Background: an optimization exercise with open tools, aiming at small area, a short achievable clock period and few clock cycles. Do not read the settings as production practice. Power is estimated from default activity; no workload was simulated.

==> flow/design.v <==
package dpc_pkg;
	localparam int PIX_W  = 8;
	localparam int DIM_W  = 9;
	localparam int CNT_W  = 17;
	localparam int SUM_W  = 24;
	localparam int CFG_IW = 3;
	localparam int CFG_DW = 17;
endpackage
module dark_pixel_centroid (
	input  logic        clk,
	input  logic        arst_n,
	input  logic        cfg_valid,
	output logic        cfg_ready,
	input  logic [2:0]  cfg_index,
	input  logic [16:0] cfg_data,
	input  logic        s_tvalid,
	output logic        s_tready,
	input  logic [7:0]  s_tdata,
	input  logic        s_tlast,
	output logic        m_tvalid,
	input  logic        m_tready,
	output logic [39:0] m_tdata,
	output logic        m_tuser
);
	logic [8:0]  cfg_w, cfg_xs, cfg_xe, cfg_ys, cfg_ye;
	logic [7:0]  cfg_thr;
	logic [16:0] cfg_min, cfg_max;
	assign cfg_ready = 1'b1;
	always_ff @(posedge clk or negedge arst_n) begin
		if (!arst_n) begin
			cfg_w   <= 9'd96;
			cfg_thr <= 8'd85;
			cfg_xs  <= 9'd10;
			cfg_xe  <= 9'd86;
			cfg_ys  <= 9'd10;
			cfg_ye  <= 9'd86;
			cfg_min <= 17'd180;
			cfg_max <= 17'd3176;
		end else if (cfg_valid) begin
			case (cfg_index)
				3'd0: cfg_w   <= cfg_data[8:0];
				3'd1: cfg_thr <= cfg_data[7:0];
				3'd2: cfg_xs  <= cfg_data[8:0];
				3'd3: cfg_xe  <= cfg_data[8:0];
				3'd4: cfg_ys  <= cfg_data[8:0];
				3'd5: cfg_ye  <= cfg_data[8:0];
				3'd6: cfg_min <= cfg_data;
				3'd7: cfg_max <= cfg_data;
				default: ;
			endcase
		end
	end
	logic rdy_q, v0_q, div_q, vld_q;
	logic l0_q, d0_q;
	logic clr;
	logic [7:0]  col_q, row_q;    
	logic        xs_q, xe_q;      
	logic        ys_q, ye_q;      
	logic [16:0] cnt_q;           
	logic        nz_q, min_q, max_q;   
	logic [25:0] x_q;             
	logic [23:0] y_q;             
	logic        found_q, nf_q;
	assign clr = !rdy_q && !v0_q && !div_q && !vld_q;
	logic       in_win, wrap, inc;
	logic [8:0] col_inc, row_inc;
	logic [16:0] cnt_inc;
	logic [24:0] sx_add, sy_add;
	assign col_inc = {1'b0, col_q} + 9'd1;
	assign row_inc = {1'b0, row_q} + 9'd1;
	assign wrap    = (col_inc == cfg_w) || (cfg_w == 9'd0) || (cfg_w[8] && col_inc[8]);
	assign in_win  = v0_q && d0_q &&
		(xs_q || cfg_xs == 9'd0) && !(xe_q || cfg_xe == 9'd0) &&
		(ys_q || cfg_ys == 9'd0) && !(ye_q || cfg_ye == 9'd0);
	assign inc     = in_win && (cnt_q != 17'h1ffff);
	assign cnt_inc = cnt_q + 17'd1;
	assign sx_add = {1'b0, x_q[23:0]} + {17'd0, col_q & {8{in_win}}};
	assign sy_add = {1'b0, y_q} + {17'd0, row_q & {8{in_win}}};
	logic [17:0] trial;
	logic [18:0] diff;
	logic        fits, swap, fin, found;
	assign trial = x_q[25:8];
	assign diff  = {1'b0, trial} - {2'b0, cnt_q};
	assign fits  = !diff[18];
	assign swap  = div_q && (col_q == 8'd9);
	assign fin   = div_q && (col_q == 8'd19);
	assign found = (min_q || (nz_q && cfg_min == 17'd0)) && !max_q;
	always_ff @(posedge clk or negedge arst_n) begin
		if (!arst_n) begin
			rdy_q <= 1'b0;
			v0_q  <= 1'b0;
			div_q <= 1'b0;
			vld_q <= 1'b0;
		end else begin
			v0_q <= s_tvalid && rdy_q;
			if (clr)                       rdy_q <= 1'b1;
			else if (s_tvalid && s_tlast)  rdy_q <= 1'b0;
			if (v0_q && l0_q)  div_q <= 1'b1;
			else if (fin)      div_q <= 1'b0;
			if (fin)           vld_q <= 1'b1;
			else if (m_tready) vld_q <= 1'b0;
		end
	end
	always_ff @(posedge clk) begin
		l0_q    <= s_tlast;
		d0_q    <= s_tdata < cfg_thr;
		found_q <= found;
		nf_q    <= !found;
		if (clr || (v0_q && l0_q)) begin
			col_q <= '0;
			row_q <= '0;
			xs_q  <= 1'b0;
			xe_q  <= 1'b0;
			ys_q  <= 1'b0;
			ye_q  <= 1'b0;
		end else if (div_q) begin
			col_q <= col_q + 8'd1;
		end else if (v0_q) begin
			if (wrap) begin
				col_q <= '0;
				xs_q  <= 1'b0;
				xe_q  <= 1'b0;
				if (row_q != 8'hff) begin
					row_q <= row_inc[7:0];
					if (row_inc == cfg_ys) ys_q <= 1'b1;
					if (row_inc == cfg_ye) ye_q <= 1'b1;
				end
			end else begin
				col_q <= col_inc[7:0];
				if (col_inc == cfg_xs) xs_q <= 1'b1;
				if (col_inc == cfg_xe) xe_q <= 1'b1;
			end
		end
		if (clr) begin
			cnt_q <= '0;
			nz_q  <= 1'b0;
			min_q <= 1'b0;
			max_q <= 1'b0;
		end else if (fin) begin
			if (!found_q) cnt_q <= '0;
		end else if (inc) begin
			cnt_q <= cnt_inc;
			nz_q  <= 1'b1;
			if (cnt_inc == cfg_min) min_q <= 1'b1;
			if (cnt_q == cfg_max)   max_q <= 1'b1;
		end
		if (clr) begin
			x_q <= '0;
			y_q <= '0;
		end else if (swap) begin
			x_q <= {2'b0, y_q};
			y_q <= {y_q[23:9], x_q[8:0]};
		end else if (fin) begin
			x_q[7:0] <= x_q[7:0] | {8{x_q[8] || !found_q}};
			y_q[7:0] <= y_q[7:0] | {8{y_q[8] || !found_q}};
		end else begin
			y_q <= sy_add[24] ? 24'hffffff : sy_add[23:0];
			if (div_q) x_q <= {fits ? diff[16:0] : trial[16:0], x_q[7:0], fits};
			else       x_q <= {2'b0, sx_add[24] ? 24'hffffff : sx_add[23:0]};
		end
	end
	assign s_tready = rdy_q;
	assign m_tvalid = vld_q;
	assign m_tuser  = found_q;
	assign m_tdata  = {5'b0, cnt_q, nf_q, x_q[7:0], nf_q, y_q[7:0]};
endmodule
clock: 5.0 ns
lec_check: 0
cap_margin: 20
core_margin: 2
core_utilization: 40
setup_slack_margin: 3.0
slew_margin: 20
run.sh (not shown) runs the stock make flow with config.mk's settings and CLKGATE_MAP_FILE= SYNTH_SCRIPT=/design/flow/synth_recipe.tcl, a recipe that flattens the netlist after the stock synthesis.
Rerun with:
--- a/flow/design.v
+++ b/flow/design.v
@@ -54,6 +54,7 @@
 	logic l0_q, d0_q;
 	logic clr;
 	logic [7:0]  col_q, row_q;    
+	logic        fs_q;            
 	logic        xs_q, xe_q;      
 	logic        ys_q, ye_q;      
 	logic [16:0] cnt_q;           
@@ -62,18 +63,16 @@
 	logic [23:0] y_q;             
 	logic        found_q, nf_q;
 	assign clr = !rdy_q && !v0_q && !div_q && !vld_q;
-	logic       in_win, wrap, inc;
+	logic       in_win, wrap, inc, eq_min, eq_max;
 	logic [8:0] col_inc, row_inc;
-	logic [16:0] cnt_inc;
 	logic [24:0] sx_add, sy_add;
 	assign col_inc = {1'b0, col_q} + 9'd1;
 	assign row_inc = {1'b0, row_q} + 9'd1;
 	assign wrap    = (col_inc == cfg_w) || (cfg_w == 9'd0) || (cfg_w[8] && col_inc[8]);
-	assign in_win  = v0_q && d0_q &&
-		(xs_q || cfg_xs == 9'd0) && !(xe_q || cfg_xe == 9'd0) &&
-		(ys_q || cfg_ys == 9'd0) && !(ye_q || cfg_ye == 9'd0);
+	assign in_win  = v0_q && d0_q && xs_q && !xe_q && ys_q && !ye_q;
 	assign inc     = in_win && (cnt_q != 17'h1ffff);
-	assign cnt_inc = cnt_q + 17'd1;
+	assign eq_min  = cnt_q == cfg_min;
+	assign eq_max  = cnt_q == cfg_max;
 	assign sx_add = {1'b0, x_q[23:0]} + {17'd0, col_q & {8{in_win}}};
 	assign sy_add = {1'b0, y_q} + {17'd0, row_q & {8{in_win}}};
 	logic [17:0] trial;
@@ -84,7 +83,7 @@
 	assign fits  = !diff[18];
 	assign swap  = div_q && (col_q == 8'd9);
 	assign fin   = div_q && (col_q == 8'd19);
-	assign found = (min_q || (nz_q && cfg_min == 17'd0)) && !max_q;
+	assign found = nz_q && (min_q || eq_min) && !max_q;
 	always_ff @(posedge clk or negedge arst_n) begin
 		if (!arst_n) begin
 			rdy_q <= 1'b0;
@@ -106,20 +105,24 @@
 		d0_q    <= s_tdata < cfg_thr;
 		found_q <= found;
 		nf_q    <= !found;
+		if (clr || (v0_q && l0_q) || (fs_q && !v0_q)) begin
+			fs_q <= 1'b1;
+			xs_q <= cfg_xs == 9'd0;
+			xe_q <= cfg_xe == 9'd0;
+			ys_q <= cfg_ys == 9'd0;
+			ye_q <= cfg_ye == 9'd0;
+		end
 		if (clr || (v0_q && l0_q)) begin
 			col_q <= '0;
 			row_q <= '0;
-			xs_q  <= 1'b0;
-			xe_q  <= 1'b0;
-			ys_q  <= 1'b0;
-			ye_q  <= 1'b0;
 		end else if (div_q) begin
 			col_q <= col_q + 8'd1;
 		end else if (v0_q) begin
+			fs_q <= 1'b0;
 			if (wrap) begin
 				col_q <= '0;
-				xs_q  <= 1'b0;
-				xe_q  <= 1'b0;
+				xs_q  <= cfg_xs == 9'd0;
+				xe_q  <= cfg_xe == 9'd0;
 				if (row_q != 8'hff) begin
 					row_q <= row_inc[7:0];
 					if (row_inc == cfg_ys) ys_q <= 1'b1;
@@ -139,10 +142,10 @@
 		end else if (fin) begin
 			if (!found_q) cnt_q <= '0;
 		end else if (inc) begin
-			cnt_q <= cnt_inc;
+			cnt_q <= cnt_q + 17'd1;
 			nz_q  <= 1'b1;
-			if (cnt_inc == cfg_min) min_q <= 1'b1;
-			if (cnt_q == cfg_max)   max_q <= 1'b1;
+			if (eq_min) min_q <= 1'b1;
+			if (eq_max) max_q <= 1'b1;
 		end
 		if (clr) begin
 			x_q <= '0;
First-iteration DRC count decreases by a few percent.
Cell area decreases by a few percent.
Routed wire length decreases by a few percent.
Via count decreases by a few percent.
Power increases slightly.
Non-clock buffer count decreases by 23.
Synthesized area decreases slightly.
Sequential share of layout area increases by 1.3 points.
Maximum frequency increases by about a fifth.
Clock power is about the same.
Worst setup slack improved by 620 ps.
Function was not checked in any run of this note: the RTL went through the layout flow alone.

==> re-timing with driven ports <==
The results above use ideal ports. As a check the final layouts listed here were re-extracted and re-timed, cells and wires unchanged. Step 1: set_driving_cell puts a clkbuf_16 on clk and a buf_2 on each other input, an assumption about the parent block. Step 2 times the ports against the registers' clock, not the clock port: input delays grow and output delays shrink by t, the midpoint of the rising clock arrivals with the driver on. a / b / c = ideal / step 1 / step 2; a / b = the first two.
run | t (ns) | slack for setup (ns) | hold slack, ns | worst slew at a driven data input, ns
the first run | 0.492 | 1.360 / 1.360 / 1.360 | 0.469 / 0.469 / 0.469 | 0.04
the second run | 0.491 | 1.977 / 1.977 / 1.977 | 0.452 / 0.452 / 0.452 | 0.04
After both steps every run listed still meets setup and hold.
